From an optimization exercise on the open Yosys and OpenROAD flow, aimed at small area, a short achievable clock period and few clock cycles per item; shortcuts taken in it are not production practice.
Only simulation tests tie the RTL to the original design; equivalence was not proved.

==> flow/design.v (outline; a module is shown in full before it is edited, if it fits) <==
// module tsp_trig_rom: 36 lines
// module tsp_mul_dist: 1461 lines
// module tsp_mul: 1581 lines
// module tsp_add47: 736 lines
// module tsp_add45: 694 lines
// module tsp_add32: 397 lines
// module tsp_add33: 406 lines
// module tsp_add32s: 489 lines
// module tsp_seq: 76 lines
// module turntable_scan_point_converter_unit: 243 lines
module turntable_scan_point_converter_unit #(
	parameter int TRIG_ENTRIES = tsp_pkg::TRIG_ENTRIES_DEF,
	parameter int SAMPLE_BITS  = tsp_pkg::SAMPLE_BITS_DEF
) (
	input  logic                                clk,
	input  logic                                arst_n,
	input  logic                                s_tvalid,
	output logic                                s_tready,
	input  logic [((SAMPLE_BITS+7)/8)*8-1:0]    s_tdata,   
	input  logic                                s_tuser,   
	output logic                                m_tvalid,
	input  logic                                m_tready,
	output logic [tsp_pkg::OUT_TDATA_W-1:0]     m_tdata,
	output logic                                m_tuser,   
	input  logic                                cfg_valid,
	output logic                                cfg_ready,
	input  logic [tsp_pkg::CFG_IDX_W-1:0]       cfg_index,
	input  logic [tsp_pkg::CFG_DATA_W-1:0]      cfg_data
);
  // ...
==> flow/flow/run.sh <==
#!/bin/bash
# The standard layout (standard.sh: the standard synthesis, then ORFS from
# floorplan to finish), with two settings changed on make's command line:
#  - the timing repair's setup margin, so that repair_timing keeps working on
#    paths until they have that much slack at the design's clock period;
set -euo pipefail
MARGIN=$(sed -n 's/^SETUP_MARGIN=//p' flow/margin.txt)
bash standard.sh SETUP_SLACK_MARGIN=$MARGIN "BUFFER_PORTS_ARGS=-buffer_cell sky130_fd_sc_hd__buf_2" finish > make.log 2>&1
==> flow/flow/margin.txt <==
SETUP_MARGIN=7.4
==> flow/standard.sh <==
#!/bin/bash
# synth_recipe.tcl (not shown) runs the flow's synth.tcl, then flattens the netlist and writes it again
# the make line also repeats each setting of config.mk as NAME=value (left out here)
make -C /OpenROAD-flow-scripts/flow DESIGN_CONFIG=/design/flow/config.mk WORK_HOME=/design/flow/orfs CLKGATE_MAP_FILE= SYNTH_SCRIPT=/design/flow/synth_recipe.tcl "${@:-finish}"
==> flow/config.mk <==
export PLATFORM = sky130hd
export DESIGN_NAME = turntable_scan_point_converter_unit
export DESIGN_NICKNAME = turntable_scan_point_converter_unit
export VERILOG_FILES = /design/flow/design.v
export SDC_FILE = /design/flow/constraint.sdc
export NUM_CORES = 4
export LEC_CHECK = 0
export ABC_AREA = 1
export CAP_MARGIN = 20
export CORE_MARGIN = 2
export CORE_UTILIZATION = 55
export CTS_BUF_LIST = sky130_fd_sc_hd__clkbuf_8 sky130_fd_sc_hd__clkbuf_4
export CTS_CLUSTER_SIZE = 24
export PLACE_DENSITY = 0.7
export SETUP_SLACK_MARGIN = 5
export SLEW_MARGIN = 20
==> flow/constraint.sdc <==
create_clock -name core_clock -period 11.0 [get_ports {clk}]
set_input_delay 2.2000 -clock core_clock [delete_from_list [all_inputs] [get_ports {clk}]]
set_output_delay 2.2000 -clock core_clock [all_outputs]
set_load 0.01 [all_outputs]
==> qor.yml, run 1 <==
clocking:
  clk_latency_ps: 910
  hold_buffers: 0
  cts_buffers: 149
  post_cts_resized: 120
placed_design:
  dpl-instance-area_um2: 76270
  pre_cts_slack_ps: 5881
run_status:
  status: "finished clean"
worst_setup_path:
  cp.required_ps: 8800
  cp_slowest_cell: "dfrtp_1"
  cp-end-kind: "primary output"
  cp-startpoint: "m_tvalid_q"
  critical_path_buf_inv_count: 1
  start_kind: "register"
  endpoint: "m_tvalid"
cells_and_area:
  final_core_util_pct: 61.71
  fillers: 11180
  multi_input_area_um2: 43180
  regArea_um2: 23380
  buffers: 422
  nets: 9604
global_routing:
  grt_start_max_net_pins: 150
  grtUsageMet1_pct: 36.99
  antenna_found_initial: 4
  grt_pass1_vias: 59450
min_path:
  hold_path_depth: 0
sta:
  fin_crit_ps: 3649
  rsz0062_at_grt: "true"
  slew_violations: 0
  hold_ws_ps: 422.0
yosys:
  synth_warnings: 4
  synth-seq-cells: 831
  synthArstFlopShare_pct: 38.15
die:
  rows: 134
routing:
  vias: 58970
  drt_pass1_iterations: 8
  wl_met2_mm: 97.10
Testbench counts, summed over its fixed seeds: cycles 12,040, items 12,000.
==> module turntable_scan_point_converter_unit, before the edit <==
module turntable_scan_point_converter_unit #(
	parameter int TRIG_ENTRIES = tsp_pkg::TRIG_ENTRIES_DEF,
	parameter int SAMPLE_BITS  = tsp_pkg::SAMPLE_BITS_DEF
) (
	input  logic                                clk,
	input  logic                                arst_n,
	input  logic                                s_tvalid,
	output logic                                s_tready,
	input  logic [((SAMPLE_BITS+7)/8)*8-1:0]    s_tdata,   
	input  logic                                s_tuser,   
	output logic                                m_tvalid,
	input  logic                                m_tready,
	output logic [tsp_pkg::OUT_TDATA_W-1:0]     m_tdata,
	output logic                                m_tuser,   
	input  logic                                cfg_valid,
	output logic                                cfg_ready,
	input  logic [tsp_pkg::CFG_IDX_W-1:0]       cfg_index,
	input  logic [tsp_pkg::CFG_DATA_W-1:0]      cfg_data
);
	localparam int IDX_W = $clog2(TRIG_ENTRIES);
	localparam int DW    = 45;     
	logic signed [31:0] slope_q;
	logic signed [31:0] offset_q;
	logic [30:0]        center_q;
	logic [11:0]        min_q;
	logic [30:0]        mm_turn_q;
	logic [15:0]        tsteps_q;
	logic [31:0]        max_steps_q;
	logic [32:0]        co_q;        
	logic [32:0]        co_sum;
	logic               en;
	logic               accept;
	logic               seq_ready_d;
	logic               sk_full_d;
	logic               rdy_q;       
	logic               sk_full_q;
	logic [SAMPLE_BITS-1:0] sk_smp_q;
	logic               sk_cmd_q;
	logic               v0_q, v1_q, v2_q, v3_q;
	logic               cmd0_q, cmd1_q, cmd2_q, cmd3_q;
	logic               pv0_q, pv1_q, pv2_q, pv3_q;
	logic               adv2_q, adv3_q;
	logic [20:0]        sd0_q;
	logic [20:0]        sd0n_q;      
	logic [DW-1:0]      vs1_q, vc1_q;
	logic signed [31:0] rad2_q;
	logic [23:0]        sin2_q, cos2_q;
	logic [46:0]        xs3_q, xc3_q, ys3_q, yc3_q;
	logic [IDX_W-1:0]   angle_q;
	logic               m_tvalid_q;
	logic               pv_out_q;
	logic [31:0]        x_out_q;
	logic [31:0]        y_out_q;
	logic [30:0]        z_out_q;
	logic               adv_out_q;
	logic               done_out_q;
	logic [SAMPLE_BITS-1:0] smp_sel;
	logic               cmd_sel;
	logic [13:0]        smp_ext;
	logic [20:0]        sd_neg;
	logic [DW-1:0]      vs0, vc0;
	logic [DW-1:0]      v1;
	logic [DW-1:0]      g1;
	logic [30:0]        ncen;
	logic [DW-1:0]      ncen_w;
	logic [DW-1:0]      gs1, gc1;
	logic [31:0]        low1;
	logic signed [31:0] rad1;
	logic [23:0]        sin_d, cos_d;
	logic [46:0]        xs2, xc2, ys2, yc2;
	logic [46:0]        px3, py3;
	logic [30:0]        z3;
	logic               done3;
	assign cfg_ready = 1'b1;
	assign en        = !m_tvalid_q || m_tready;
	assign s_tready  = rdy_q;
	assign accept    = s_tvalid && s_tready;
	assign sk_full_d = en ? 1'b0 : (accept || sk_full_q);
	always_ff @(posedge clk or negedge arst_n) begin
		if (!arst_n) begin
			slope_q     <= '0;
			offset_q    <= '0;
			center_q    <= '0;
			min_q       <= '0;
			mm_turn_q   <= '0;
			tsteps_q    <= '0;
			max_steps_q <= '0;
		end else if (cfg_valid && cfg_ready) begin
			case (cfg_index)
				tsp_pkg::CFG_LINE_SLOPE:           slope_q     <= cfg_data;
				tsp_pkg::CFG_LINE_OFFSET:          offset_q    <= cfg_data;
				tsp_pkg::CFG_CENTER_DISTANCE:      center_q    <= cfg_data[30:0];
				tsp_pkg::CFG_MIN_VALID_SAMPLE:     min_q       <= cfg_data[11:0];
				tsp_pkg::CFG_MM_PER_TURN:          mm_turn_q   <= cfg_data[30:0];
				tsp_pkg::CFG_TOWER_STEPS_PER_TURN: tsteps_q    <= cfg_data[15:0];
				tsp_pkg::CFG_MAX_TOWER_STEPS:      max_steps_q <= cfg_data;
				default: begin
				end
			endcase
		end
	end
	tsp_add33 u_aco (.a({2'b00, center_q}), .b({~offset_q[31], ~offset_q}), .ci(1'b1), .sum(co_sum), .co());
	always_ff @(posedge clk or negedge arst_n) begin
		if (!arst_n)
			co_q <= '0;
		else
			co_q <= co_sum;
	end
	always_ff @(posedge clk or negedge arst_n) begin
		if (!arst_n) begin
			sk_full_q  <= 1'b0;
			rdy_q      <= 1'b0;
			v0_q       <= 1'b0;
			v1_q       <= 1'b0;
			v2_q       <= 1'b0;
			v3_q       <= 1'b0;
			m_tvalid_q <= 1'b0;
			angle_q    <= '0;
		end else if (en) begin
			sk_full_q  <= sk_full_d;
			rdy_q      <= !sk_full_d && seq_ready_d;
			v0_q       <= sk_full_q || accept;
			v1_q       <= v0_q;
			v2_q       <= v1_q;
			v3_q       <= v2_q;
			m_tvalid_q <= v3_q;
			if (v1_q)
				angle_q <= cmd1_q ? '0 : angle_q + IDX_W'(1);
		end else begin
			sk_full_q <= sk_full_d;
			rdy_q     <= !sk_full_d && seq_ready_d;
		end
	end
	always_ff @(posedge clk) begin
		if (!en && accept) begin
			sk_smp_q <= s_tdata[SAMPLE_BITS-1:0];
			sk_cmd_q <= s_tuser;
		end
	end
	assign smp_sel = sk_full_q ? sk_smp_q : s_tdata[SAMPLE_BITS-1:0];
	assign cmd_sel = sk_full_q ? sk_cmd_q : s_tuser;
	assign smp_ext = {2'b00, smp_sel};
	always_comb begin
		for (int i = 0; i < 7; i++) begin
			sd_neg[3*i +: 3] = tsp_pkg::booth_digit((i == 0) ? {smp_ext[1:0], 1'b0} : smp_ext[2*i+1 -: 3]);
			sd_neg[3*i+2] = !sd_neg[3*i+2];
		end
	end
	always_ff @(posedge clk) begin
		if (en) begin
			sd0_q  <= sd_neg;
			sd0n_q <= ~sd_neg;
			pv0_q  <= !cmd_sel && (smp_sel > min_q);
			cmd0_q <= cmd_sel;
		end
	end
	tsp_mul_dist u_md (
		.a      (slope_q),
		.d      (sd0_q),
		.dn     (sd0n_q),
		.cox    ({~co_q[32], co_q[31:0]}),
		.s      (vs0),
		.c      (vc0)
	);
	always_ff @(posedge clk) begin
		if (en) begin
			vs1_q  <= vs0;
			vc1_q  <= vc0;
			pv1_q  <= pv0_q;
			cmd1_q <= cmd0_q;
		end
	end
	tsp_add45 u_av (.a(vs1_q), .b(vc1_q), .ci(1'b0), .sum(v1), .co());
	assign ncen   = ~center_q;
	assign ncen_w = DW'(ncen);
	assign gs1    = vs1_q ^ vc1_q ^ ncen_w;
	assign gc1    = {(vs1_q[DW-2:0] & vc1_q[DW-2:0]) | (vs1_q[DW-2:0] & ncen_w[DW-2:0]) |
		(vc1_q[DW-2:0] & ncen_w[DW-2:0]), 1'b0};
	tsp_add45 u_ag (.a(gs1), .b(gc1), .ci(1'b0), .sum(g1), .co());
	tsp_add32 u_al (.a({1'b1, center_q}), .b(32'd0), .ci(1'b1), .sum(low1), .co());
	assign rad1 = g1[DW-1] ? signed'(low1) :
		((!v1[DW-1] && v1[DW-2:31] != '0) ? 32'sh7FFF_FFFF : signed'(v1[31:0]));
	tsp_trig_rom #(
		.IDX_W (IDX_W)
	) u_rom (
		.idx   (angle_q),
		.zero  (!pv1_q),
		.sin_d (sin_d),
		.cos_d (cos_d)
	);
	always_ff @(posedge clk) begin
		if (en) begin
			rad2_q <= rad1;
			sin2_q <= sin_d;
			cos2_q <= cos_d;
			pv2_q  <= pv1_q;
			cmd2_q <= cmd1_q;
			adv2_q <= !cmd1_q && (angle_q == IDX_W'(TRIG_ENTRIES - 1));
		end
	end
	tsp_mul u_mx (.a(rad2_q), .d(sin2_q), .s(xs2), .c(xc2));
	tsp_mul u_my (.a(rad2_q), .d(cos2_q), .s(ys2), .c(yc2));
	always_ff @(posedge clk) begin
		if (en) begin
			xs3_q  <= xs2;
			xc3_q  <= xc2;
			ys3_q  <= ys2;
			yc3_q  <= yc2;
			pv3_q  <= pv2_q;
			cmd3_q <= cmd2_q;
			adv3_q <= adv2_q;
		end
	end
	tsp_add47 u_ax (.a(xs3_q), .b(xc3_q), .ci(1'b1), .sum(px3), .co());
	tsp_add47 u_ay (.a(ys3_q), .b(yc3_q), .ci(1'b1), .sum(py3), .co());
	tsp_seq u_seq (
		.clk     (clk),
		.arst_n  (arst_n),
		.step    (en && v3_q),
		.cmd     (cmd3_q),
		.adv     (adv3_q),
		.lift_wr (cfg_valid && cfg_index == tsp_pkg::CFG_MM_PER_TURN),
		.lift    (mm_turn_q),
		.tsteps  (tsteps_q),
		.limit   (max_steps_q),
		.ready_d (seq_ready_d),
		.z       (z3),
		.done    (done3)
	);
	always_ff @(posedge clk) begin
		if (en) begin
			pv_out_q   <= pv3_q;
			x_out_q    <= px3[46:15];
			y_out_q    <= py3[46:15];
			z_out_q    <= pv3_q ? z3 : '0;
			adv_out_q  <= adv3_q;
			done_out_q <= done3;
		end
	end
	assign m_tvalid = m_tvalid_q;
	assign m_tuser  = pv_out_q;
	assign m_tdata  = {7'd0, done_out_q, adv_out_q, z_out_q, y_out_q, x_out_q};
endmodule
==> run 2: changes to the inputs <==
--- a/flow/design.v
+++ b/flow/design.v
@@ -1566,16 +1566,17 @@
 	assign s[43] = t223c;
 	assign c[43] = t224s;
 	assign s[44] = t224c;
 	assign c[44] = pp6_32;
 endmodule
 module tsp_mul (
 	input  logic [31:0] a,
 	input  logic [23:0] d,    
+	input  logic [23:0] dn,   
 	output logic [46:0] s,
 	output logic [46:0] c
 );
 	logic pp0_0;
 	logic pp0_1;
 	logic pp0_2;
 	logic pp0_3;
 	logic pp0_4;
@@ -2326,32 +2327,32 @@
 	assign pp0_9 = ((d[0] & a[9]) | (d[1] & a[8])) ^ d[2];
 	assign pp0_10 = ((d[0] & a[10]) | (d[1] & a[9])) ^ d[2];
 	assign pp0_11 = ((d[0] & a[11]) | (d[1] & a[10])) ^ d[2];
 	assign pp0_12 = ((d[0] & a[12]) | (d[1] & a[11])) ^ d[2];
 	assign pp0_13 = ((d[0] & a[13]) | (d[1] & a[12])) ^ d[2];
 	assign pp0_14 = ((d[0] & a[14]) | (d[1] & a[13])) ^ d[2];
 	assign pp0_15 = ((d[0] & a[15]) | (d[1] & a[14])) ^ d[2];
 	assign pp0_16 = ((d[0] & a[16]) | (d[1] & a[15])) ^ d[2];
-	assign pp0_17 = ((d[0] & a[17]) | (d[1] & a[16])) ^ d[2];
-	assign pp0_18 = ((d[0] & a[18]) | (d[1] & a[17])) ^ d[2];
-	assign pp0_19 = ((d[0] & a[19]) | (d[1] & a[18])) ^ d[2];
-	assign pp0_20 = ((d[0] & a[20]) | (d[1] & a[19])) ^ d[2];
-	assign pp0_21 = ((d[0] & a[21]) | (d[1] & a[20])) ^ d[2];
-	assign pp0_22 = ((d[0] & a[22]) | (d[1] & a[21])) ^ d[2];
-	assign pp0_23 = ((d[0] & a[23]) | (d[1] & a[22])) ^ d[2];
-	assign pp0_24 = ((d[0] & a[24]) | (d[1] & a[23])) ^ d[2];
-	assign pp0_25 = ((d[0] & a[25]) | (d[1] & a[24])) ^ d[2];
-	assign pp0_26 = ((d[0] & a[26]) | (d[1] & a[25])) ^ d[2];
-	assign pp0_27 = ((d[0] & a[27]) | (d[1] & a[26])) ^ d[2];
-	assign pp0_28 = ((d[0] & a[28]) | (d[1] & a[27])) ^ d[2];
-	assign pp0_29 = ((d[0] & a[29]) | (d[1] & a[28])) ^ d[2];
-	assign pp0_30 = ((d[0] & a[30]) | (d[1] & a[29])) ^ d[2];
-	assign pp0_31 = ((d[0] & a[31]) | (d[1] & a[30])) ^ d[2];
-	assign pp0_32 = ~(((d[0] & a[31]) | (d[1] & a[31])) ^ d[2]);
+	assign pp0_17 = ((~dn[0] & a[17]) | (~dn[1] & a[16])) ^ ~dn[2];
+	assign pp0_18 = ((~dn[0] & a[18]) | (~dn[1] & a[17])) ^ ~dn[2];
+	assign pp0_19 = ((~dn[0] & a[19]) | (~dn[1] & a[18])) ^ ~dn[2];
+	assign pp0_20 = ((~dn[0] & a[20]) | (~dn[1] & a[19])) ^ ~dn[2];
+	assign pp0_21 = ((~dn[0] & a[21]) | (~dn[1] & a[20])) ^ ~dn[2];
+	assign pp0_22 = ((~dn[0] & a[22]) | (~dn[1] & a[21])) ^ ~dn[2];
+	assign pp0_23 = ((~dn[0] & a[23]) | (~dn[1] & a[22])) ^ ~dn[2];
+	assign pp0_24 = ((~dn[0] & a[24]) | (~dn[1] & a[23])) ^ ~dn[2];
+	assign pp0_25 = ((~dn[0] & a[25]) | (~dn[1] & a[24])) ^ ~dn[2];
+	assign pp0_26 = ((~dn[0] & a[26]) | (~dn[1] & a[25])) ^ ~dn[2];
+	assign pp0_27 = ((~dn[0] & a[27]) | (~dn[1] & a[26])) ^ ~dn[2];
+	assign pp0_28 = ((~dn[0] & a[28]) | (~dn[1] & a[27])) ^ ~dn[2];
+	assign pp0_29 = ((~dn[0] & a[29]) | (~dn[1] & a[28])) ^ ~dn[2];
+	assign pp0_30 = ((~dn[0] & a[30]) | (~dn[1] & a[29])) ^ ~dn[2];
+	assign pp0_31 = ((~dn[0] & a[31]) | (~dn[1] & a[30])) ^ ~dn[2];
+	assign pp0_32 = ~(((~dn[0] & a[31]) | (~dn[1] & a[31])) ^ ~dn[2]);
 	assign pp1_0 = ((d[3] & a[0])) ^ d[5];
 	assign pp1_1 = ((d[3] & a[1]) | (d[4] & a[0])) ^ d[5];
 	assign pp1_2 = ((d[3] & a[2]) | (d[4] & a[1])) ^ d[5];
 	assign pp1_3 = ((d[3] & a[3]) | (d[4] & a[2])) ^ d[5];
 	assign pp1_4 = ((d[3] & a[4]) | (d[4] & a[3])) ^ d[5];
 	assign pp1_5 = ((d[3] & a[5]) | (d[4] & a[4])) ^ d[5];
 	assign pp1_6 = ((d[3] & a[6]) | (d[4] & a[5])) ^ d[5];
 	assign pp1_7 = ((d[3] & a[7]) | (d[4] & a[6])) ^ d[5];
@@ -2359,32 +2360,32 @@
 	assign pp1_9 = ((d[3] & a[9]) | (d[4] & a[8])) ^ d[5];
 	assign pp1_10 = ((d[3] & a[10]) | (d[4] & a[9])) ^ d[5];
 	assign pp1_11 = ((d[3] & a[11]) | (d[4] & a[10])) ^ d[5];
 	assign pp1_12 = ((d[3] & a[12]) | (d[4] & a[11])) ^ d[5];
 	assign pp1_13 = ((d[3] & a[13]) | (d[4] & a[12])) ^ d[5];
 	assign pp1_14 = ((d[3] & a[14]) | (d[4] & a[13])) ^ d[5];
 	assign pp1_15 = ((d[3] & a[15]) | (d[4] & a[14])) ^ d[5];
 	assign pp1_16 = ((d[3] & a[16]) | (d[4] & a[15])) ^ d[5];
-	assign pp1_17 = ((d[3] & a[17]) | (d[4] & a[16])) ^ d[5];
-	assign pp1_18 = ((d[3] & a[18]) | (d[4] & a[17])) ^ d[5];
-	assign pp1_19 = ((d[3] & a[19]) | (d[4] & a[18])) ^ d[5];
-	assign pp1_20 = ((d[3] & a[20]) | (d[4] & a[19])) ^ d[5];
-	assign pp1_21 = ((d[3] & a[21]) | (d[4] & a[20])) ^ d[5];
-	assign pp1_22 = ((d[3] & a[22]) | (d[4] & a[21])) ^ d[5];
-	assign pp1_23 = ((d[3] & a[23]) | (d[4] & a[22])) ^ d[5];
-	assign pp1_24 = ((d[3] & a[24]) | (d[4] & a[23])) ^ d[5];
-	assign pp1_25 = ((d[3] & a[25]) | (d[4] & a[24])) ^ d[5];
-	assign pp1_26 = ((d[3] & a[26]) | (d[4] & a[25])) ^ d[5];
-	assign pp1_27 = ((d[3] & a[27]) | (d[4] & a[26])) ^ d[5];
-	assign pp1_28 = ((d[3] & a[28]) | (d[4] & a[27])) ^ d[5];
-	assign pp1_29 = ((d[3] & a[29]) | (d[4] & a[28])) ^ d[5];
-	assign pp1_30 = ((d[3] & a[30]) | (d[4] & a[29])) ^ d[5];
-	assign pp1_31 = ((d[3] & a[31]) | (d[4] & a[30])) ^ d[5];
-	assign pp1_32 = ~(((d[3] & a[31]) | (d[4] & a[31])) ^ d[5]);
+	assign pp1_17 = ((~dn[3] & a[17]) | (~dn[4] & a[16])) ^ ~dn[5];
+	assign pp1_18 = ((~dn[3] & a[18]) | (~dn[4] & a[17])) ^ ~dn[5];
+	assign pp1_19 = ((~dn[3] & a[19]) | (~dn[4] & a[18])) ^ ~dn[5];
+	assign pp1_20 = ((~dn[3] & a[20]) | (~dn[4] & a[19])) ^ ~dn[5];
+	assign pp1_21 = ((~dn[3] & a[21]) | (~dn[4] & a[20])) ^ ~dn[5];
+	assign pp1_22 = ((~dn[3] & a[22]) | (~dn[4] & a[21])) ^ ~dn[5];
+	assign pp1_23 = ((~dn[3] & a[23]) | (~dn[4] & a[22])) ^ ~dn[5];
+	assign pp1_24 = ((~dn[3] & a[24]) | (~dn[4] & a[23])) ^ ~dn[5];
+	assign pp1_25 = ((~dn[3] & a[25]) | (~dn[4] & a[24])) ^ ~dn[5];
+	assign pp1_26 = ((~dn[3] & a[26]) | (~dn[4] & a[25])) ^ ~dn[5];
+	assign pp1_27 = ((~dn[3] & a[27]) | (~dn[4] & a[26])) ^ ~dn[5];
+	assign pp1_28 = ((~dn[3] & a[28]) | (~dn[4] & a[27])) ^ ~dn[5];
+	assign pp1_29 = ((~dn[3] & a[29]) | (~dn[4] & a[28])) ^ ~dn[5];
+	assign pp1_30 = ((~dn[3] & a[30]) | (~dn[4] & a[29])) ^ ~dn[5];
+	assign pp1_31 = ((~dn[3] & a[31]) | (~dn[4] & a[30])) ^ ~dn[5];
+	assign pp1_32 = ~(((~dn[3] & a[31]) | (~dn[4] & a[31])) ^ ~dn[5]);
 	assign pp2_0 = ((d[6] & a[0])) ^ d[8];
 	assign pp2_1 = ((d[6] & a[1]) | (d[7] & a[0])) ^ d[8];
 	assign pp2_2 = ((d[6] & a[2]) | (d[7] & a[1])) ^ d[8];
 	assign pp2_3 = ((d[6] & a[3]) | (d[7] & a[2])) ^ d[8];
 	assign pp2_4 = ((d[6] & a[4]) | (d[7] & a[3])) ^ d[8];
 	assign pp2_5 = ((d[6] & a[5]) | (d[7] & a[4])) ^ d[8];
 	assign pp2_6 = ((d[6] & a[6]) | (d[7] & a[5])) ^ d[8];
 	assign pp2_7 = ((d[6] & a[7]) | (d[7] & a[6])) ^ d[8];
@@ -2392,32 +2393,32 @@
 	assign pp2_9 = ((d[6] & a[9]) | (d[7] & a[8])) ^ d[8];
 	assign pp2_10 = ((d[6] & a[10]) | (d[7] & a[9])) ^ d[8];
 	assign pp2_11 = ((d[6] & a[11]) | (d[7] & a[10])) ^ d[8];
 	assign pp2_12 = ((d[6] & a[12]) | (d[7] & a[11])) ^ d[8];
 	assign pp2_13 = ((d[6] & a[13]) | (d[7] & a[12])) ^ d[8];
 	assign pp2_14 = ((d[6] & a[14]) | (d[7] & a[13])) ^ d[8];
 	assign pp2_15 = ((d[6] & a[15]) | (d[7] & a[14])) ^ d[8];
 	assign pp2_16 = ((d[6] & a[16]) | (d[7] & a[15])) ^ d[8];
-	assign pp2_17 = ((d[6] & a[17]) | (d[7] & a[16])) ^ d[8];
-	assign pp2_18 = ((d[6] & a[18]) | (d[7] & a[17])) ^ d[8];
-	assign pp2_19 = ((d[6] & a[19]) | (d[7] & a[18])) ^ d[8];
-	assign pp2_20 = ((d[6] & a[20]) | (d[7] & a[19])) ^ d[8];
-	assign pp2_21 = ((d[6] & a[21]) | (d[7] & a[20])) ^ d[8];
-	assign pp2_22 = ((d[6] & a[22]) | (d[7] & a[21])) ^ d[8];
-	assign pp2_23 = ((d[6] & a[23]) | (d[7] & a[22])) ^ d[8];
-	assign pp2_24 = ((d[6] & a[24]) | (d[7] & a[23])) ^ d[8];
-	assign pp2_25 = ((d[6] & a[25]) | (d[7] & a[24])) ^ d[8];
-	assign pp2_26 = ((d[6] & a[26]) | (d[7] & a[25])) ^ d[8];
-	assign pp2_27 = ((d[6] & a[27]) | (d[7] & a[26])) ^ d[8];
-	assign pp2_28 = ((d[6] & a[28]) | (d[7] & a[27])) ^ d[8];
-	assign pp2_29 = ((d[6] & a[29]) | (d[7] & a[28])) ^ d[8];
-	assign pp2_30 = ((d[6] & a[30]) | (d[7] & a[29])) ^ d[8];
-	assign pp2_31 = ((d[6] & a[31]) | (d[7] & a[30])) ^ d[8];
-	assign pp2_32 = ~(((d[6] & a[31]) | (d[7] & a[31])) ^ d[8]);
+	assign pp2_17 = ((~dn[6] & a[17]) | (~dn[7] & a[16])) ^ ~dn[8];
+	assign pp2_18 = ((~dn[6] & a[18]) | (~dn[7] & a[17])) ^ ~dn[8];
+	assign pp2_19 = ((~dn[6] & a[19]) | (~dn[7] & a[18])) ^ ~dn[8];
+	assign pp2_20 = ((~dn[6] & a[20]) | (~dn[7] & a[19])) ^ ~dn[8];
+	assign pp2_21 = ((~dn[6] & a[21]) | (~dn[7] & a[20])) ^ ~dn[8];
+	assign pp2_22 = ((~dn[6] & a[22]) | (~dn[7] & a[21])) ^ ~dn[8];
+	assign pp2_23 = ((~dn[6] & a[23]) | (~dn[7] & a[22])) ^ ~dn[8];
+	assign pp2_24 = ((~dn[6] & a[24]) | (~dn[7] & a[23])) ^ ~dn[8];
+	assign pp2_25 = ((~dn[6] & a[25]) | (~dn[7] & a[24])) ^ ~dn[8];
+	assign pp2_26 = ((~dn[6] & a[26]) | (~dn[7] & a[25])) ^ ~dn[8];
+	assign pp2_27 = ((~dn[6] & a[27]) | (~dn[7] & a[26])) ^ ~dn[8];
+	assign pp2_28 = ((~dn[6] & a[28]) | (~dn[7] & a[27])) ^ ~dn[8];
+	assign pp2_29 = ((~dn[6] & a[29]) | (~dn[7] & a[28])) ^ ~dn[8];
+	assign pp2_30 = ((~dn[6] & a[30]) | (~dn[7] & a[29])) ^ ~dn[8];
+	assign pp2_31 = ((~dn[6] & a[31]) | (~dn[7] & a[30])) ^ ~dn[8];
+	assign pp2_32 = ~(((~dn[6] & a[31]) | (~dn[7] & a[31])) ^ ~dn[8]);
 	assign pp3_0 = ((d[9] & a[0])) ^ d[11];
 	assign pp3_1 = ((d[9] & a[1]) | (d[10] & a[0])) ^ d[11];
 	assign pp3_2 = ((d[9] & a[2]) | (d[10] & a[1])) ^ d[11];
 	assign pp3_3 = ((d[9] & a[3]) | (d[10] & a[2])) ^ d[11];
 	assign pp3_4 = ((d[9] & a[4]) | (d[10] & a[3])) ^ d[11];
 	assign pp3_5 = ((d[9] & a[5]) | (d[10] & a[4])) ^ d[11];
 	assign pp3_6 = ((d[9] & a[6]) | (d[10] & a[5])) ^ d[11];
 	assign pp3_7 = ((d[9] & a[7]) | (d[10] & a[6])) ^ d[11];
@@ -2425,32 +2426,32 @@
 	assign pp3_9 = ((d[9] & a[9]) | (d[10] & a[8])) ^ d[11];
 	assign pp3_10 = ((d[9] & a[10]) | (d[10] & a[9])) ^ d[11];
 	assign pp3_11 = ((d[9] & a[11]) | (d[10] & a[10])) ^ d[11];
 	assign pp3_12 = ((d[9] & a[12]) | (d[10] & a[11])) ^ d[11];
 	assign pp3_13 = ((d[9] & a[13]) | (d[10] & a[12])) ^ d[11];
 	assign pp3_14 = ((d[9] & a[14]) | (d[10] & a[13])) ^ d[11];
 	assign pp3_15 = ((d[9] & a[15]) | (d[10] & a[14])) ^ d[11];
 	assign pp3_16 = ((d[9] & a[16]) | (d[10] & a[15])) ^ d[11];
-	assign pp3_17 = ((d[9] & a[17]) | (d[10] & a[16])) ^ d[11];
-	assign pp3_18 = ((d[9] & a[18]) | (d[10] & a[17])) ^ d[11];
-	assign pp3_19 = ((d[9] & a[19]) | (d[10] & a[18])) ^ d[11];
-	assign pp3_20 = ((d[9] & a[20]) | (d[10] & a[19])) ^ d[11];
-	assign pp3_21 = ((d[9] & a[21]) | (d[10] & a[20])) ^ d[11];
-	assign pp3_22 = ((d[9] & a[22]) | (d[10] & a[21])) ^ d[11];
-	assign pp3_23 = ((d[9] & a[23]) | (d[10] & a[22])) ^ d[11];
-	assign pp3_24 = ((d[9] & a[24]) | (d[10] & a[23])) ^ d[11];
-	assign pp3_25 = ((d[9] & a[25]) | (d[10] & a[24])) ^ d[11];
-	assign pp3_26 = ((d[9] & a[26]) | (d[10] & a[25])) ^ d[11];
-	assign pp3_27 = ((d[9] & a[27]) | (d[10] & a[26])) ^ d[11];
-	assign pp3_28 = ((d[9] & a[28]) | (d[10] & a[27])) ^ d[11];
-	assign pp3_29 = ((d[9] & a[29]) | (d[10] & a[28])) ^ d[11];
-	assign pp3_30 = ((d[9] & a[30]) | (d[10] & a[29])) ^ d[11];
-	assign pp3_31 = ((d[9] & a[31]) | (d[10] & a[30])) ^ d[11];
-	assign pp3_32 = ~(((d[9] & a[31]) | (d[10] & a[31])) ^ d[11]);
+	assign pp3_17 = ((~dn[9] & a[17]) | (~dn[10] & a[16])) ^ ~dn[11];
+	assign pp3_18 = ((~dn[9] & a[18]) | (~dn[10] & a[17])) ^ ~dn[11];
+	assign pp3_19 = ((~dn[9] & a[19]) | (~dn[10] & a[18])) ^ ~dn[11];
+	assign pp3_20 = ((~dn[9] & a[20]) | (~dn[10] & a[19])) ^ ~dn[11];
+	assign pp3_21 = ((~dn[9] & a[21]) | (~dn[10] & a[20])) ^ ~dn[11];
+	assign pp3_22 = ((~dn[9] & a[22]) | (~dn[10] & a[21])) ^ ~dn[11];
+	assign pp3_23 = ((~dn[9] & a[23]) | (~dn[10] & a[22])) ^ ~dn[11];
+	assign pp3_24 = ((~dn[9] & a[24]) | (~dn[10] & a[23])) ^ ~dn[11];
+	assign pp3_25 = ((~dn[9] & a[25]) | (~dn[10] & a[24])) ^ ~dn[11];
+	assign pp3_26 = ((~dn[9] & a[26]) | (~dn[10] & a[25])) ^ ~dn[11];
+	assign pp3_27 = ((~dn[9] & a[27]) | (~dn[10] & a[26])) ^ ~dn[11];
+	assign pp3_28 = ((~dn[9] & a[28]) | (~dn[10] & a[27])) ^ ~dn[11];
+	assign pp3_29 = ((~dn[9] & a[29]) | (~dn[10] & a[28])) ^ ~dn[11];
+	assign pp3_30 = ((~dn[9] & a[30]) | (~dn[10] & a[29])) ^ ~dn[11];
+	assign pp3_31 = ((~dn[9] & a[31]) | (~dn[10] & a[30])) ^ ~dn[11];
+	assign pp3_32 = ~(((~dn[9] & a[31]) | (~dn[10] & a[31])) ^ ~dn[11]);
 	assign pp4_0 = ((d[12] & a[0])) ^ d[14];
 	assign pp4_1 = ((d[12] & a[1]) | (d[13] & a[0])) ^ d[14];
 	assign pp4_2 = ((d[12] & a[2]) | (d[13] & a[1])) ^ d[14];
 	assign pp4_3 = ((d[12] & a[3]) | (d[13] & a[2])) ^ d[14];
 	assign pp4_4 = ((d[12] & a[4]) | (d[13] & a[3])) ^ d[14];
 	assign pp4_5 = ((d[12] & a[5]) | (d[13] & a[4])) ^ d[14];
 	assign pp4_6 = ((d[12] & a[6]) | (d[13] & a[5])) ^ d[14];
 	assign pp4_7 = ((d[12] & a[7]) | (d[13] & a[6])) ^ d[14];
@@ -2458,32 +2459,32 @@
 	assign pp4_9 = ((d[12] & a[9]) | (d[13] & a[8])) ^ d[14];
 	assign pp4_10 = ((d[12] & a[10]) | (d[13] & a[9])) ^ d[14];
 	assign pp4_11 = ((d[12] & a[11]) | (d[13] & a[10])) ^ d[14];
 	assign pp4_12 = ((d[12] & a[12]) | (d[13] & a[11])) ^ d[14];
 	assign pp4_13 = ((d[12] & a[13]) | (d[13] & a[12])) ^ d[14];
 	assign pp4_14 = ((d[12] & a[14]) | (d[13] & a[13])) ^ d[14];
 	assign pp4_15 = ((d[12] & a[15]) | (d[13] & a[14])) ^ d[14];
 	assign pp4_16 = ((d[12] & a[16]) | (d[13] & a[15])) ^ d[14];
-	assign pp4_17 = ((d[12] & a[17]) | (d[13] & a[16])) ^ d[14];
-	assign pp4_18 = ((d[12] & a[18]) | (d[13] & a[17])) ^ d[14];
-	assign pp4_19 = ((d[12] & a[19]) | (d[13] & a[18])) ^ d[14];
-	assign pp4_20 = ((d[12] & a[20]) | (d[13] & a[19])) ^ d[14];
-	assign pp4_21 = ((d[12] & a[21]) | (d[13] & a[20])) ^ d[14];
-	assign pp4_22 = ((d[12] & a[22]) | (d[13] & a[21])) ^ d[14];
-	assign pp4_23 = ((d[12] & a[23]) | (d[13] & a[22])) ^ d[14];
-	assign pp4_24 = ((d[12] & a[24]) | (d[13] & a[23])) ^ d[14];
-	assign pp4_25 = ((d[12] & a[25]) | (d[13] & a[24])) ^ d[14];
-	assign pp4_26 = ((d[12] & a[26]) | (d[13] & a[25])) ^ d[14];
-	assign pp4_27 = ((d[12] & a[27]) | (d[13] & a[26])) ^ d[14];
-	assign pp4_28 = ((d[12] & a[28]) | (d[13] & a[27])) ^ d[14];
-	assign pp4_29 = ((d[12] & a[29]) | (d[13] & a[28])) ^ d[14];
-	assign pp4_30 = ((d[12] & a[30]) | (d[13] & a[29])) ^ d[14];
-	assign pp4_31 = ((d[12] & a[31]) | (d[13] & a[30])) ^ d[14];
-	assign pp4_32 = ~(((d[12] & a[31]) | (d[13] & a[31])) ^ d[14]);
+	assign pp4_17 = ((~dn[12] & a[17]) | (~dn[13] & a[16])) ^ ~dn[14];
+	assign pp4_18 = ((~dn[12] & a[18]) | (~dn[13] & a[17])) ^ ~dn[14];
+	assign pp4_19 = ((~dn[12] & a[19]) | (~dn[13] & a[18])) ^ ~dn[14];
+	assign pp4_20 = ((~dn[12] & a[20]) | (~dn[13] & a[19])) ^ ~dn[14];
+	assign pp4_21 = ((~dn[12] & a[21]) | (~dn[13] & a[20])) ^ ~dn[14];
+	assign pp4_22 = ((~dn[12] & a[22]) | (~dn[13] & a[21])) ^ ~dn[14];
+	assign pp4_23 = ((~dn[12] & a[23]) | (~dn[13] & a[22])) ^ ~dn[14];
+	assign pp4_24 = ((~dn[12] & a[24]) | (~dn[13] & a[23])) ^ ~dn[14];
+	assign pp4_25 = ((~dn[12] & a[25]) | (~dn[13] & a[24])) ^ ~dn[14];
+	assign pp4_26 = ((~dn[12] & a[26]) | (~dn[13] & a[25])) ^ ~dn[14];
+	assign pp4_27 = ((~dn[12] & a[27]) | (~dn[13] & a[26])) ^ ~dn[14];
+	assign pp4_28 = ((~dn[12] & a[28]) | (~dn[13] & a[27])) ^ ~dn[14];
+	assign pp4_29 = ((~dn[12] & a[29]) | (~dn[13] & a[28])) ^ ~dn[14];
+	assign pp4_30 = ((~dn[12] & a[30]) | (~dn[13] & a[29])) ^ ~dn[14];
+	assign pp4_31 = ((~dn[12] & a[31]) | (~dn[13] & a[30])) ^ ~dn[14];
+	assign pp4_32 = ~(((~dn[12] & a[31]) | (~dn[13] & a[31])) ^ ~dn[14]);
 	assign pp5_0 = ((d[15] & a[0])) ^ d[17];
 	assign pp5_1 = ((d[15] & a[1]) | (d[16] & a[0])) ^ d[17];
 	assign pp5_2 = ((d[15] & a[2]) | (d[16] & a[1])) ^ d[17];
 	assign pp5_3 = ((d[15] & a[3]) | (d[16] & a[2])) ^ d[17];
 	assign pp5_4 = ((d[15] & a[4]) | (d[16] & a[3])) ^ d[17];
 	assign pp5_5 = ((d[15] & a[5]) | (d[16] & a[4])) ^ d[17];
 	assign pp5_6 = ((d[15] & a[6]) | (d[16] & a[5])) ^ d[17];
 	assign pp5_7 = ((d[15] & a[7]) | (d[16] & a[6])) ^ d[17];
@@ -2491,32 +2492,32 @@
 	assign pp5_9 = ((d[15] & a[9]) | (d[16] & a[8])) ^ d[17];
 	assign pp5_10 = ((d[15] & a[10]) | (d[16] & a[9])) ^ d[17];
 	assign pp5_11 = ((d[15] & a[11]) | (d[16] & a[10])) ^ d[17];
 	assign pp5_12 = ((d[15] & a[12]) | (d[16] & a[11])) ^ d[17];
 	assign pp5_13 = ((d[15] & a[13]) | (d[16] & a[12])) ^ d[17];
 	assign pp5_14 = ((d[15] & a[14]) | (d[16] & a[13])) ^ d[17];
 	assign pp5_15 = ((d[15] & a[15]) | (d[16] & a[14])) ^ d[17];
 	assign pp5_16 = ((d[15] & a[16]) | (d[16] & a[15])) ^ d[17];
-	assign pp5_17 = ((d[15] & a[17]) | (d[16] & a[16])) ^ d[17];
-	assign pp5_18 = ((d[15] & a[18]) | (d[16] & a[17])) ^ d[17];
-	assign pp5_19 = ((d[15] & a[19]) | (d[16] & a[18])) ^ d[17];
-	assign pp5_20 = ((d[15] & a[20]) | (d[16] & a[19])) ^ d[17];
-	assign pp5_21 = ((d[15] & a[21]) | (d[16] & a[20])) ^ d[17];
-	assign pp5_22 = ((d[15] & a[22]) | (d[16] & a[21])) ^ d[17];
-	assign pp5_23 = ((d[15] & a[23]) | (d[16] & a[22])) ^ d[17];
-	assign pp5_24 = ((d[15] & a[24]) | (d[16] & a[23])) ^ d[17];
-	assign pp5_25 = ((d[15] & a[25]) | (d[16] & a[24])) ^ d[17];
-	assign pp5_26 = ((d[15] & a[26]) | (d[16] & a[25])) ^ d[17];
-	assign pp5_27 = ((d[15] & a[27]) | (d[16] & a[26])) ^ d[17];
-	assign pp5_28 = ((d[15] & a[28]) | (d[16] & a[27])) ^ d[17];
-	assign pp5_29 = ((d[15] & a[29]) | (d[16] & a[28])) ^ d[17];
-	assign pp5_30 = ((d[15] & a[30]) | (d[16] & a[29])) ^ d[17];
-	assign pp5_31 = ((d[15] & a[31]) | (d[16] & a[30])) ^ d[17];
-	assign pp5_32 = ~(((d[15] & a[31]) | (d[16] & a[31])) ^ d[17]);
+	assign pp5_17 = ((~dn[15] & a[17]) | (~dn[16] & a[16])) ^ ~dn[17];
+	assign pp5_18 = ((~dn[15] & a[18]) | (~dn[16] & a[17])) ^ ~dn[17];
+	assign pp5_19 = ((~dn[15] & a[19]) | (~dn[16] & a[18])) ^ ~dn[17];
+	assign pp5_20 = ((~dn[15] & a[20]) | (~dn[16] & a[19])) ^ ~dn[17];
+	assign pp5_21 = ((~dn[15] & a[21]) | (~dn[16] & a[20])) ^ ~dn[17];
+	assign pp5_22 = ((~dn[15] & a[22]) | (~dn[16] & a[21])) ^ ~dn[17];
+	assign pp5_23 = ((~dn[15] & a[23]) | (~dn[16] & a[22])) ^ ~dn[17];
+	assign pp5_24 = ((~dn[15] & a[24]) | (~dn[16] & a[23])) ^ ~dn[17];
+	assign pp5_25 = ((~dn[15] & a[25]) | (~dn[16] & a[24])) ^ ~dn[17];
+	assign pp5_26 = ((~dn[15] & a[26]) | (~dn[16] & a[25])) ^ ~dn[17];
+	assign pp5_27 = ((~dn[15] & a[27]) | (~dn[16] & a[26])) ^ ~dn[17];
+	assign pp5_28 = ((~dn[15] & a[28]) | (~dn[16] & a[27])) ^ ~dn[17];
+	assign pp5_29 = ((~dn[15] & a[29]) | (~dn[16] & a[28])) ^ ~dn[17];
+	assign pp5_30 = ((~dn[15] & a[30]) | (~dn[16] & a[29])) ^ ~dn[17];
+	assign pp5_31 = ((~dn[15] & a[31]) | (~dn[16] & a[30])) ^ ~dn[17];
+	assign pp5_32 = ~(((~dn[15] & a[31]) | (~dn[16] & a[31])) ^ ~dn[17]);
 	assign pp6_0 = ((d[18] & a[0])) ^ d[20];
 	assign pp6_1 = ((d[18] & a[1]) | (d[19] & a[0])) ^ d[20];
 	assign pp6_2 = ((d[18] & a[2]) | (d[19] & a[1])) ^ d[20];
 	assign pp6_3 = ((d[18] & a[3]) | (d[19] & a[2])) ^ d[20];
 	assign pp6_4 = ((d[18] & a[4]) | (d[19] & a[3])) ^ d[20];
 	assign pp6_5 = ((d[18] & a[5]) | (d[19] & a[4])) ^ d[20];
 	assign pp6_6 = ((d[18] & a[6]) | (d[19] & a[5])) ^ d[20];
 	assign pp6_7 = ((d[18] & a[7]) | (d[19] & a[6])) ^ d[20];
@@ -2524,32 +2525,32 @@
 	assign pp6_9 = ((d[18] & a[9]) | (d[19] & a[8])) ^ d[20];
 	assign pp6_10 = ((d[18] & a[10]) | (d[19] & a[9])) ^ d[20];
 	assign pp6_11 = ((d[18] & a[11]) | (d[19] & a[10])) ^ d[20];
 	assign pp6_12 = ((d[18] & a[12]) | (d[19] & a[11])) ^ d[20];
 	assign pp6_13 = ((d[18] & a[13]) | (d[19] & a[12])) ^ d[20];
 	assign pp6_14 = ((d[18] & a[14]) | (d[19] & a[13])) ^ d[20];
 	assign pp6_15 = ((d[18] & a[15]) | (d[19] & a[14])) ^ d[20];
 	assign pp6_16 = ((d[18] & a[16]) | (d[19] & a[15])) ^ d[20];
-	assign pp6_17 = ((d[18] & a[17]) | (d[19] & a[16])) ^ d[20];
-	assign pp6_18 = ((d[18] & a[18]) | (d[19] & a[17])) ^ d[20];
-	assign pp6_19 = ((d[18] & a[19]) | (d[19] & a[18])) ^ d[20];
-	assign pp6_20 = ((d[18] & a[20]) | (d[19] & a[19])) ^ d[20];
-	assign pp6_21 = ((d[18] & a[21]) | (d[19] & a[20])) ^ d[20];
-	assign pp6_22 = ((d[18] & a[22]) | (d[19] & a[21])) ^ d[20];
-	assign pp6_23 = ((d[18] & a[23]) | (d[19] & a[22])) ^ d[20];
-	assign pp6_24 = ((d[18] & a[24]) | (d[19] & a[23])) ^ d[20];
-	assign pp6_25 = ((d[18] & a[25]) | (d[19] & a[24])) ^ d[20];
-	assign pp6_26 = ((d[18] & a[26]) | (d[19] & a[25])) ^ d[20];
-	assign pp6_27 = ((d[18] & a[27]) | (d[19] & a[26])) ^ d[20];
-	assign pp6_28 = ((d[18] & a[28]) | (d[19] & a[27])) ^ d[20];
-	assign pp6_29 = ((d[18] & a[29]) | (d[19] & a[28])) ^ d[20];
-	assign pp6_30 = ((d[18] & a[30]) | (d[19] & a[29])) ^ d[20];
-	assign pp6_31 = ((d[18] & a[31]) | (d[19] & a[30])) ^ d[20];
-	assign pp6_32 = ~(((d[18] & a[31]) | (d[19] & a[31])) ^ d[20]);
+	assign pp6_17 = ((~dn[18] & a[17]) | (~dn[19] & a[16])) ^ ~dn[20];
+	assign pp6_18 = ((~dn[18] & a[18]) | (~dn[19] & a[17])) ^ ~dn[20];
+	assign pp6_19 = ((~dn[18] & a[19]) | (~dn[19] & a[18])) ^ ~dn[20];
+	assign pp6_20 = ((~dn[18] & a[20]) | (~dn[19] & a[19])) ^ ~dn[20];
+	assign pp6_21 = ((~dn[18] & a[21]) | (~dn[19] & a[20])) ^ ~dn[20];
+	assign pp6_22 = ((~dn[18] & a[22]) | (~dn[19] & a[21])) ^ ~dn[20];
+	assign pp6_23 = ((~dn[18] & a[23]) | (~dn[19] & a[22])) ^ ~dn[20];
+	assign pp6_24 = ((~dn[18] & a[24]) | (~dn[19] & a[23])) ^ ~dn[20];
+	assign pp6_25 = ((~dn[18] & a[25]) | (~dn[19] & a[24])) ^ ~dn[20];
+	assign pp6_26 = ((~dn[18] & a[26]) | (~dn[19] & a[25])) ^ ~dn[20];
+	assign pp6_27 = ((~dn[18] & a[27]) | (~dn[19] & a[26])) ^ ~dn[20];
+	assign pp6_28 = ((~dn[18] & a[28]) | (~dn[19] & a[27])) ^ ~dn[20];
+	assign pp6_29 = ((~dn[18] & a[29]) | (~dn[19] & a[28])) ^ ~dn[20];
+	assign pp6_30 = ((~dn[18] & a[30]) | (~dn[19] & a[29])) ^ ~dn[20];
+	assign pp6_31 = ((~dn[18] & a[31]) | (~dn[19] & a[30])) ^ ~dn[20];
+	assign pp6_32 = ~(((~dn[18] & a[31]) | (~dn[19] & a[31])) ^ ~dn[20]);
 	assign pp7_0 = ((d[21] & a[0])) ^ d[23];
 	assign pp7_1 = ((d[21] & a[1]) | (d[22] & a[0])) ^ d[23];
 	assign pp7_2 = ((d[21] & a[2]) | (d[22] & a[1])) ^ d[23];
 	assign pp7_3 = ((d[21] & a[3]) | (d[22] & a[2])) ^ d[23];
 	assign pp7_4 = ((d[21] & a[4]) | (d[22] & a[3])) ^ d[23];
 	assign pp7_5 = ((d[21] & a[5]) | (d[22] & a[4])) ^ d[23];
 	assign pp7_6 = ((d[21] & a[6]) | (d[22] & a[5])) ^ d[23];
 	assign pp7_7 = ((d[21] & a[7]) | (d[22] & a[6])) ^ d[23];
@@ -2557,32 +2558,32 @@
 	assign pp7_9 = ((d[21] & a[9]) | (d[22] & a[8])) ^ d[23];
 	assign pp7_10 = ((d[21] & a[10]) | (d[22] & a[9])) ^ d[23];
 	assign pp7_11 = ((d[21] & a[11]) | (d[22] & a[10])) ^ d[23];
 	assign pp7_12 = ((d[21] & a[12]) | (d[22] & a[11])) ^ d[23];
 	assign pp7_13 = ((d[21] & a[13]) | (d[22] & a[12])) ^ d[23];
 	assign pp7_14 = ((d[21] & a[14]) | (d[22] & a[13])) ^ d[23];
 	assign pp7_15 = ((d[21] & a[15]) | (d[22] & a[14])) ^ d[23];
 	assign pp7_16 = ((d[21] & a[16]) | (d[22] & a[15])) ^ d[23];
-	assign pp7_17 = ((d[21] & a[17]) | (d[22] & a[16])) ^ d[23];
-	assign pp7_18 = ((d[21] & a[18]) | (d[22] & a[17])) ^ d[23];
-	assign pp7_19 = ((d[21] & a[19]) | (d[22] & a[18])) ^ d[23];
-	assign pp7_20 = ((d[21] & a[20]) | (d[22] & a[19])) ^ d[23];
-	assign pp7_21 = ((d[21] & a[21]) | (d[22] & a[20])) ^ d[23];
-	assign pp7_22 = ((d[21] & a[22]) | (d[22] & a[21])) ^ d[23];
-	assign pp7_23 = ((d[21] & a[23]) | (d[22] & a[22])) ^ d[23];
-	assign pp7_24 = ((d[21] & a[24]) | (d[22] & a[23])) ^ d[23];
-	assign pp7_25 = ((d[21] & a[25]) | (d[22] & a[24])) ^ d[23];
-	assign pp7_26 = ((d[21] & a[26]) | (d[22] & a[25])) ^ d[23];
-	assign pp7_27 = ((d[21] & a[27]) | (d[22] & a[26])) ^ d[23];
-	assign pp7_28 = ((d[21] & a[28]) | (d[22] & a[27])) ^ d[23];
-	assign pp7_29 = ((d[21] & a[29]) | (d[22] & a[28])) ^ d[23];
-	assign pp7_30 = ((d[21] & a[30]) | (d[22] & a[29])) ^ d[23];
-	assign pp7_31 = ((d[21] & a[31]) | (d[22] & a[30])) ^ d[23];
-	assign pp7_32 = ~(((d[21] & a[31]) | (d[22] & a[31])) ^ d[23]);
+	assign pp7_17 = ((~dn[21] & a[17]) | (~dn[22] & a[16])) ^ ~dn[23];
+	assign pp7_18 = ((~dn[21] & a[18]) | (~dn[22] & a[17])) ^ ~dn[23];
+	assign pp7_19 = ((~dn[21] & a[19]) | (~dn[22] & a[18])) ^ ~dn[23];
+	assign pp7_20 = ((~dn[21] & a[20]) | (~dn[22] & a[19])) ^ ~dn[23];
+	assign pp7_21 = ((~dn[21] & a[21]) | (~dn[22] & a[20])) ^ ~dn[23];
+	assign pp7_22 = ((~dn[21] & a[22]) | (~dn[22] & a[21])) ^ ~dn[23];
+	assign pp7_23 = ((~dn[21] & a[23]) | (~dn[22] & a[22])) ^ ~dn[23];
+	assign pp7_24 = ((~dn[21] & a[24]) | (~dn[22] & a[23])) ^ ~dn[23];
+	assign pp7_25 = ((~dn[21] & a[25]) | (~dn[22] & a[24])) ^ ~dn[23];
+	assign pp7_26 = ((~dn[21] & a[26]) | (~dn[22] & a[25])) ^ ~dn[23];
+	assign pp7_27 = ((~dn[21] & a[27]) | (~dn[22] & a[26])) ^ ~dn[23];
+	assign pp7_28 = ((~dn[21] & a[28]) | (~dn[22] & a[27])) ^ ~dn[23];
+	assign pp7_29 = ((~dn[21] & a[29]) | (~dn[22] & a[28])) ^ ~dn[23];
+	assign pp7_30 = ((~dn[21] & a[30]) | (~dn[22] & a[29])) ^ ~dn[23];
+	assign pp7_31 = ((~dn[21] & a[31]) | (~dn[22] & a[30])) ^ ~dn[23];
+	assign pp7_32 = ~(((~dn[21] & a[31]) | (~dn[22] & a[31])) ^ ~dn[23]);
 	assign t0s = ~pp0_8;
 	assign t0c = pp0_8;
 	assign t1s = ~pp0_9;
 	assign t1c = pp0_9;
 	assign t2s = ~(pp0_10 ^ pp1_8);
 	assign t2c = pp0_10 | pp1_8;
 	assign t3s = pp2_6 ^ pp3_4;
 	assign t3c = pp2_6 & pp3_4;
@@ -5991,16 +5992,17 @@
 	logic               cmd0_q, cmd1_q, cmd2_q, cmd3_q;
 	logic               pv0_q, pv1_q, pv2_q, pv3_q;
 	logic               adv2_q, adv3_q;
 	logic [20:0]        sd0_q;
 	logic [20:0]        sd0n_q;      
 	logic [DW-1:0]      vs1_q, vc1_q;
 	logic signed [31:0] rad2_q;
 	logic [23:0]        sin2_q, cos2_q;
+	logic [23:0]        sin2n_q, cos2n_q;    
 	logic [46:0]        xs3_q, xc3_q, ys3_q, yc3_q;
 	logic [IDX_W-1:0]   angle_q;
 	logic               m_tvalid_q;
 	logic               pv_out_q;
 	logic [31:0]        x_out_q;
 	logic [31:0]        y_out_q;
 	logic [30:0]        z_out_q;
 	logic               adv_out_q;
@@ -6137,25 +6139,27 @@
 		.idx   (angle_q),
 		.zero  (!pv1_q),
 		.sin_d (sin_d),
 		.cos_d (cos_d)
 	);
 	always_ff @(posedge clk) begin
 		if (en) begin
 			rad2_q <= rad1;
-			sin2_q <= sin_d;
-			cos2_q <= cos_d;
+			sin2_q  <= sin_d;
+			cos2_q  <= cos_d;
+			sin2n_q <= ~sin_d;
+			cos2n_q <= ~cos_d;
 			pv2_q  <= pv1_q;
 			cmd2_q <= cmd1_q;
 			adv2_q <= !cmd1_q && (angle_q == IDX_W'(TRIG_ENTRIES - 1));
 		end
 	end
-	tsp_mul u_mx (.a(rad2_q), .d(sin2_q), .s(xs2), .c(xc2));
-	tsp_mul u_my (.a(rad2_q), .d(cos2_q), .s(ys2), .c(yc2));
+	tsp_mul u_mx (.a(rad2_q), .d(sin2_q), .dn(sin2n_q), .s(xs2), .c(xc2));
+	tsp_mul u_my (.a(rad2_q), .d(cos2_q), .dn(cos2n_q), .s(ys2), .c(yc2));
 	always_ff @(posedge clk) begin
 		if (en) begin
 			xs3_q  <= xs2;
 			xc3_q  <= xc2;
 			ys3_q  <= ys2;
 			yc3_q  <= yc2;
 			pv3_q  <= pv2_q;
 			cmd3_q <= cmd2_q;
==> flow/config.mk (replaced) <==
export PLATFORM = sky130hd
export DESIGN_NAME = turntable_scan_point_converter_unit
export DESIGN_NICKNAME = turntable_scan_point_converter_unit
export VERILOG_FILES = /design/flow/design.v
export SDC_FILE = /design/flow/constraint.sdc
export NUM_CORES = 4
export LEC_CHECK = 0
export ABC_AREA = 1
export CAP_MARGIN = 20
export CORE_MARGIN = 2
export CORE_UTILIZATION = 55
export PLACE_DENSITY = 0.7
export SETUP_SLACK_MARGIN = 5
export SLEW_MARGIN = 20
==> run 2 against run 1 <==
  * Critical endpoint is now m_tdata[94]
  * Worst hold slack better by 0.54 ps
  * Synthesized cell count grew 1.4%
  * Via count up 1.4%
  * First-iteration DRC count grew 5.8%
  * Utilization is 0.19 points higher
  * Die area rose by 2.3%
  * Sequential cell count up 48
  * Register-to-register slack hardly changed
==> qor.yml, run 2 <==
worst_setup_path:
  cp-end-kind: "primary output"
  cp.required_ps: 8800  # about the same
  worst-path-max-fanout: 1
  crit_chain: "buf_2"
  max_stage_delay_ps: 490
  cp_slowest_cell: "edfxtp_1"
  worstPathArrival_ps: 1440
  path_class: "register to primary output"
  crit_family: "flip-flops"
  critical_path_buf_inv_count: 1  # unchanged
  start_kind: "register"
yosys:
  synth_enable_flop_cells: 562
  synth_warnings: 4  # unchanged
  synthArstFlopShare_pct: 36.06  # -2.1 points
  mappedNetlistArea_um2: 75910
  synth.largest_area_cell: "edfxtp_1"
  synth_seq_area_share_pct: 32.68
  synth-seq-cells: 879  # +5.8%
  synth.avg_cell_area_um2: 9.026
  synthCells: 8410
  synth.distinct_cells: 71
  ys_top_cells_by_count: "inv_1, nand2_1, xor2_1"
  yosys_most_used_dff: "edfxtp_1"
  netlist.area_leader.share_pct: 22.23
  synth_most_common_cell: "inv_1"
  synth.area.top_cells: "edfxtp_1, fa_1, dfrtp_1, xor2_1, inv_1"
die:
  dieArea_um2: 141000
  die_x_um: 375.5
  initial_core_util_pct: 55.35
  ios: 165
  die_h_um: 375.5
  rows: 136  # +1.5%
  coreArea_um2: 137200
placed_design:
  portBuffers: 152
  dp.final_hpwl_mm: 145.0
  gp_congestion: 0.9356
sta:
  skew_ps: 49.79
  hold_viol: 0
  slew_headroom_pct: 19.24
  slew_violations: 0  # unchanged
  rsz0062_at_grt: "true"
  fin_crit_ps: 3640  # -9.440 ps
  worst_pin_slew_ps: 1211
  max_freq_ghz: 0.2747
  finalSetupViolations: 0
  setup_tns_ps: 0
  period_share_pct: 33.09
clocking:
  path_clk_slew_ps: 60
  cts_max_level: 3
  cts_root_buf: "clkbuf_16"
  clk_latency_ps: 750  # -160 ps
  hold_buffers: 0  # unchanged
  clock_sinks: 879
  cts_tree: "done"
  cts_buffer_depth: 3
  cts_buffers: 101  # -32%
global_routing:
  antenna_found_initial: 9  # +5
  grt_start_max_net_pins: 147  # -2.0%
  grt_pass1_vias: 59150  # -0.49%
  grt_pass1_wl_mm: 320.3
  gr-total-overflow: 0
  grt_usage_pct: 28.71
routing:
  wl_met1_mm: 80.88
  routed_wl_mm: 207.3
  route.detailed.drc: 0
  wl_met2_mm: 95.73  # -1.4%
  viasPerCell: 5.729
  drtAntennaViolNets: 0
  vias: 59770  # +1.4%
  met3_length_mm: 19.34
  highest_layer: "met5"
  drt_pass1_iterations: 6  # -2
  drt_iter0_markers: 6151
  wire_per_inst_um: 19.88
run_status:
  status: "finished clean"
flow_run:
  cap_violations: 0
cells_and_area:
  layout.cells.most_common: "inv_1"
  final_layout_size_suffix_gt1_share_pct: 10.62
  fillers: 11290  # +1.0%
  syn2layout_area_growth_pct: 11.83
  layout_common_cells: "inv_1, nand2_1, xor2_1, o22ai_1, fa_1"
  final_core_util_pct: 61.90  # +0.19 points
  nets: 9711  # +1.1%
min_path:
  min_path_type: "register to register"
-- run 2: cells by family after synthesis --
kind of cell	count (synthesis)	synth area share, %
other	2	0.009894
buffers and inverters	2185	10.89
multiplexers	7	0.09560
adder cells (fa/ha/maj)	1104	24.62
AO/OA/AOI/OAI	1442	11.15
flip-flops	879	32.68
XOR/XNOR	856	9.887
AND/OR/NAND/NOR	1935	10.67
-- run 2: path summary, 6_finish.rpt --
| path | slack, ps | end | from | cells past startpoint |
|---|---|---|---|---|
| min in group asynchronous | 1470 | u_seq.total_q[22] | arst_n | 1 |
| max reg2reg | 7390 | yc3_q[19] | cos2_q[4] | 9 |
| max in group asynchronous | 8050 | center_q[3] | arst_n | 2 |
| max | 7360 | m_tdata[94] | z_out_q[30] | 1 |
| min reg2reg | 420 | cmd3_q | cmd2_q | 0 |
| min | 420 | cmd3_q | cmd2_q | 0 |
-- run 2: metrics by stage --
stage | hold WS [ps] | setup slack (ps) | cell area (µm²) | instances
6_report | 422.5 | 7360 | 84890 | 10430
4_1_cts | 422.2 | 7326 | 82570 | 10270
3_3_place_gp | 403.2 | 5441 | 77910 | 9995
3_5_place_dp | 406.1 | 5382 | 77910 | 9996
5_1_grt | 442.5 | 7314 | 84890 | 10430
2_1_floorplan | 400.3 | 6399 | 76080 | 8416
-- run 2: final cells by class --
| class | count | area (µm²) | area share (%) |
|---|---|---|---|
| repair buffers | 458 | 4134 | 4.870 |
| multi-input cells | 5355 | 43430 | 51.15 |
| diodes | 3 | 7.507 | 0.008843 |
| flip-flops and latches | 879 | 24820 | 29.24 |
| clock inverters | 65 | 703.2 | 0.8283 |
| clock buffers | 123 | 2660 | 3.133 |
| inverters | 1748 | 6843 | 8.061 |
| well taps | 1794 | 2245 | 2.644 |
| repair inverters | 7 | 51.30 | 0.06043 |
-- run 2: timing repair --
action,CTS,global route
resized for setup,112,170
gates cloned,9,14
setup endpoints to repair,691,595
pin swaps,8,36
setup buffers,81,140
-- run 2: routing by layer --
| metal | GRT usage [%] | vias to the layer above |
|---|---|---|
| met4 | 13.48 | 6 |
| met2 | 46.62 | 2988 |
| met1 | 37.28 | 28760 |
| li1 | - | 27320 |
| met5 | 0 | - |
| met3 | 5.417 | 702 |
Testbench counts of run 2, summed over its fixed seeds: cycles 12,040, items 12,000.

-- re-timing with driven ports --
The results above use ideal ports. As a check the final layouts listed here were re-extracted and re-timed, cells and wires unchanged.
Step 1 (the two cells are an assumption about what drives the block):
set clk [get_ports {clk}]
set_driving_cell -lib_cell sky130_fd_sc_hd__clkbuf_16 $clk
set_driving_cell -lib_cell sky130_fd_sc_hd__buf_2 [delete_from_list [all_inputs] $clk]
Step 2 also shifts input and output timing later by t, the mid clock arrival at the registers, as if the neighbouring blocks saw the same clock.
Three values: no drivers, after step 1, after step 2; two values: the first two.
| run | t, ns | setup WS [ns] | worst setup path after step 2 | latest minus earliest clock arrival (ns) | worst slew at a driven data input, ns |
|---|---|---|---|---|---|
| run 1 | 0.960 | 7.351 / 7.276 / 6.591 | input to register | 0.069 / 0.070 | 0.05 |
| run 2 | 0.801 | 7.360 / 7.284 / 6.674 | input to register | 0.054 / 0.054 | 0.05 |
After both steps every run listed still meets setup and hold. For run 1, which loses most, drivers alone change the setup slack by -0.075 ns; drivers and shift together by -0.760 ns.
